What follows belongs to an exercise in optimizing a design on an open flow for small area; a production flow would make more cautious choices. Power and IR drop assume default switching activity.

==> module ex_stage, before the edit <==
module ex_stage (
	input  logic [31:0] a,
	input  logic [31:0] b,
	input  logic        k_reg,
	input  logic [2:0]  f3,
	input  logic        sub,
	output logic [31:0] res
);
	logic        do_sub;
	logic [31:0] sum, p, g, sh;
	logic        lt;
	logic        s_sum, s_x, s_a, s_sll, s_srl, s_slt;
	assign do_sub = k_reg & ((f3 == 3'b000 & sub) | f3 == 3'b010);
	alu_add add_i (.a(a), .b(b), .cin(do_sub), .sum(sum), .p(p), .g(g));
	assign lt = p[31] ? sum[31] : a[31];
	shift_r shift_i (.a(a), .s(b[4:0]), .rev(~f3[2]), .y(sh));
	assign s_sum = ~k_reg | f3 == 3'b000;
	assign s_x   = k_reg & (f3 == 3'b100 | f3 == 3'b110);    
	assign s_a   = k_reg & (f3 == 3'b111 | f3 == 3'b110);    
	assign s_sll = k_reg & f3 == 3'b001;
	assign s_srl = k_reg & f3 == 3'b101;
	assign s_slt = k_reg & f3 == 3'b010;
	for (genvar i = 0; i < 32; i++) begin : g_res
		if (i == 0) begin : g_lt
			assign res[i] = (sum[i] & s_sum) | (p[i] & s_x) | (g[i] & s_a) |
			                (sh[i] & s_srl) | (sh[31-i] & s_sll) | (lt & s_slt);
		end else begin : g_ao
			ao_5 ao_i (
				.a0 (sum[i]),    .b0 (s_sum),
				.a1 (p[i]),      .b1 (s_x),
				.a2 (g[i]),      .b2 (s_a),
				.a3 (sh[i]),     .b3 (s_srl),
				.a4 (sh[31-i]),  .b4 (s_sll),
				.y  (res[i])
			);
		end
	end
endmodule
==> module mem_stage, before the edit <==
module mem_stage (
	input  logic [31:0] res,
	input  logic [31:0] sdata,
	input  logic        wr,
	input  logic        mem,
	input  logic [31:0] DM_mem_dout,
	output logic [31:0] MEM_mem_addr,
	output logic [1:0]  MEM_mem_cmd,
	output logic [31:0] MEM_mem_din,
	output logic [31:0] wb_data
);
	assign MEM_mem_addr = res;
	assign MEM_mem_din  = sdata;
	assign MEM_mem_cmd  = {mem & ~wr, mem & wr};
	for (genvar i = 0; i < 32; i++) begin : g_wb
		mx2 mx_i (.a(res[i]), .b(DM_mem_dout[i]), .s(mem), .y(wb_data[i]));
	end
endmodule
==> module processor, before the edit <==
module processor #(
	parameter logic [31:0] boot_addr = 32'h0
) (
	input  logic              clk,
	input  logic              rst,
	input  logic [31:0]       IM_inst,
	output logic [31:0]       IF_pc,
	input  logic [31:0]       DM_mem_dout,
	output logic [31:0]       MEM_mem_addr,
	output logic [1:0]        MEM_mem_cmd,
	output logic [31:0]       MEM_mem_din
);
	rv5_pkg::dec_t dec, dec1, dec2;
	logic [31:0] rs1_data, rs2_data;
	logic [31:0] em_a, em_r2;
	logic [31:12] em_ip;
	logic [4:0]  em_rd;
	logic        em_k_reg, em_k_u, em_wr, em_mem;
	logic [31:0] opb, alu_res;
	logic [31:0] wb_data, mw_data;
	logic [4:0]  mw_rd;
	logic        mw_we;
	if_stage if_stage_i (
		.clk     (clk),
		.rst     (rst),
		.IM_inst (IM_inst),
		.IF_pc   (IF_pc),
		.dec     (dec)
	);
	pipe_reg #(.width(rv5_pkg::dec_w), .ctl_w(2)) dec1_i (
		.clk (clk), .rst (rst), .d (dec), .q (dec1)
	);
	pipe_reg #(.width(rv5_pkg::dec_w), .ctl_w(2)) dec2_i (
		.clk (clk), .rst (rst), .d (dec1), .q (dec2)
	);
	pipe_reg #(.width(93), .ctl_w(2)) em_i (
		.clk (clk), .rst (rst),
		.d   ({rs1_data, rs2_data, dec2.p, dec2.k_reg, dec2.k_u, dec2.wr, dec2.mem}),
		.q   ({em_a, em_r2, em_ip, em_rd, em_k_reg, em_k_u, em_wr, em_mem})
	);
	id_stage id_stage_i (
		.ip       (em_ip),
		.rd       (em_rd),
		.k_reg    (em_k_reg),
		.k_u      (em_k_u),
		.is_st    (em_mem & ~em_wr),
		.rs2_data (em_r2),
		.opb      (opb)
	);
	ex_stage ex_stage_i (
		.a     (em_a),
		.b     (opb),
		.k_reg (em_k_reg),
		.f3    (em_ip[14:12]),
		.sub   (em_ip[30]),
		.res   (alu_res)
	);
	mem_stage mem_stage_i (
		.res          (alu_res),
		.sdata        (em_r2),
		.wr           (em_wr),
		.mem          (em_mem),
		.DM_mem_dout  (DM_mem_dout),
		.MEM_mem_addr (MEM_mem_addr),
		.MEM_mem_cmd  (MEM_mem_cmd),
		.MEM_mem_din  (MEM_mem_din),
		.wb_data      (wb_data)
	);
	pipe_reg #(.width(38), .ctl_w(1)) mw_i (
		.clk (clk), .rst (rst),
		.d   ({wb_data, em_rd, em_wr}),
		.q   ({mw_data, mw_rd, mw_we})
	);
	register_file register_file_i (
		.clk      (clk),
		.rst      (rst),
		.we       (mw_we),
		.rd       (mw_rd),
		.wdata    (mw_data),
		.rs1      (dec2.p[19-7:15-7]),
		.rs1_zero (dec2.k_u),
		.rs2      (dec2.p[24-7:20-7]),
		.rs1_data (rs1_data),
		.rs2_data (rs2_data)
	);
endmodule
Settings: LEC_CHECK=0, CAP_MARGIN=20, CORE_MARGIN=2, CORE_UTILIZATION=50, PLACE_DENSITY=0.6, SETUP_SLACK_MARGIN=0.15, SLEW_MARGIN=20, SYNTH_HIERARCHICAL=1; clock period 6.5 ns.
standard.sh (not shown) runs the stock make flow with config.mk's settings and CLKGATE_MAP_FILE= SYNTH_SCRIPT=/design/flow/synth_recipe.tcl, a recipe that flattens the netlist after the stock synthesis.
==> flow/flow/run.sh <==
#!/bin/bash
# The standard layout, with smaller port buffers and a clock tree without dummy loads.
set -euo pipefail
export BUFFER_PORTS_ARGS="-buffer_cell sky130_fd_sc_hd__buf_1"
export CTS_ARGS="-sink_clustering_enable -repair_clock_nets -dont_use_dummy_load -buf_list sky130_fd_sc_hd__clkbuf_8 -sink_clustering_size 20 -sink_clustering_max_diameter 50"
bash standard.sh > standard.log 2>&1
Then changed:
--- a/flow/design.v
+++ b/flow/design.v
@@ -99,12 +99,13 @@
 	input  logic [31:0] b,
 	input  logic        k_reg,
 	input  logic [2:0]  f3,
 	input  logic        sub,
+	output logic [31:0] sum,
 	output logic [31:0] res
 );
 	logic        do_sub;
-	logic [31:0] sum, p, g, sh;
+	logic [31:0] p, g, sh;
 	logic        lt;
 	logic        s_sum, s_x, s_a, s_sll, s_srl, s_slt;
 	assign do_sub = k_reg & ((f3 == 3'b000 & sub) | f3 == 3'b010);
 	alu_add add_i (.a(a), .b(b), .cin(do_sub), .sum(sum), .p(p), .g(g));
@@ -200,8 +201,9 @@
 	assign y = ~(s ? b : a);
 endmodule
 `timescale 1ns/100ps
 module mem_stage (
+	input  logic [31:0] addr,
 	input  logic [31:0] res,
 	input  logic [31:0] sdata,
 	input  logic        wr,
 	input  logic        mem,
@@ -210,9 +212,9 @@
 	output logic [1:0]  MEM_mem_cmd,
 	output logic [31:0] MEM_mem_din,
 	output logic [31:0] wb_data
 );
-	assign MEM_mem_addr = res;
+	assign MEM_mem_addr = addr;
 	assign MEM_mem_din  = sdata;
 	assign MEM_mem_cmd  = {mem & ~wr, mem & wr};
 	for (genvar i = 0; i < 32; i++) begin : g_wb
 		mx2 mx_i (.a(res[i]), .b(DM_mem_dout[i]), .s(mem), .y(wb_data[i]));
@@ -306,9 +308,9 @@
 	logic [31:0] em_a, em_r2;
 	logic [31:12] em_ip;
 	logic [4:0]  em_rd;
 	logic        em_k_reg, em_k_u, em_wr, em_mem;
-	logic [31:0] opb, alu_res;
+	logic [31:0] opb, alu_sum, alu_res;
 	logic [31:0] wb_data, mw_data;
 	logic [4:0]  mw_rd;
 	logic        mw_we;
 	if_stage if_stage_i (
@@ -343,11 +345,13 @@
 		.b     (opb),
 		.k_reg (em_k_reg),
 		.f3    (em_ip[14:12]),
 		.sub   (em_ip[30]),
+		.sum   (alu_sum),
 		.res   (alu_res)
 	);
 	mem_stage mem_stage_i (
+		.addr         (alu_sum),
 		.res          (alu_res),
 		.sdata        (em_r2),
 		.wr           (em_wr),
 		.mem          (em_mem),
Wire length decreases by 4.6%.
Sequential share of layout area rises by 0.14 points.
Flip-flop and latch count is unchanged.
Synthesized cell count does not change.
Sequential power is about the same.
Function was not checked in any run of this note: the RTL went through the layout flow alone.

static timing again, ports no longer ideal:
No port has a modelled driver above. Below, the same layouts with a new extraction and two added sets of constraints.
Step 1 assumes that a clkbuf_16 drives the clock port and a buf_2 every other input.
Step 2 adds t to the input delays and takes it off the output delays; t is the mean of the earliest and latest rising clock arrival at the registers after step 1. Input paths then give back, and output paths get back, about the clock's delay inside the block.
a / b / c = ideal / step 1 / step 2; a / b = the first two.
run | shift t [ns] | slack for setup (ns) | latest minus earliest clock arrival (ns) | slew at the worst register clock pin (ns) | pins driven straight from the clock port
the first run | 0.878 | 0.338 / 0.272 / 1.150 | 0.194 / 0.194 | 0.12 / 0.12 | 1
the second run | 0.861 | 0.414 / 0.348 / 1.209 | 0.142 / 0.142 | 0.11 / 0.11 | 1
After both steps every run listed still meets setup and hold.
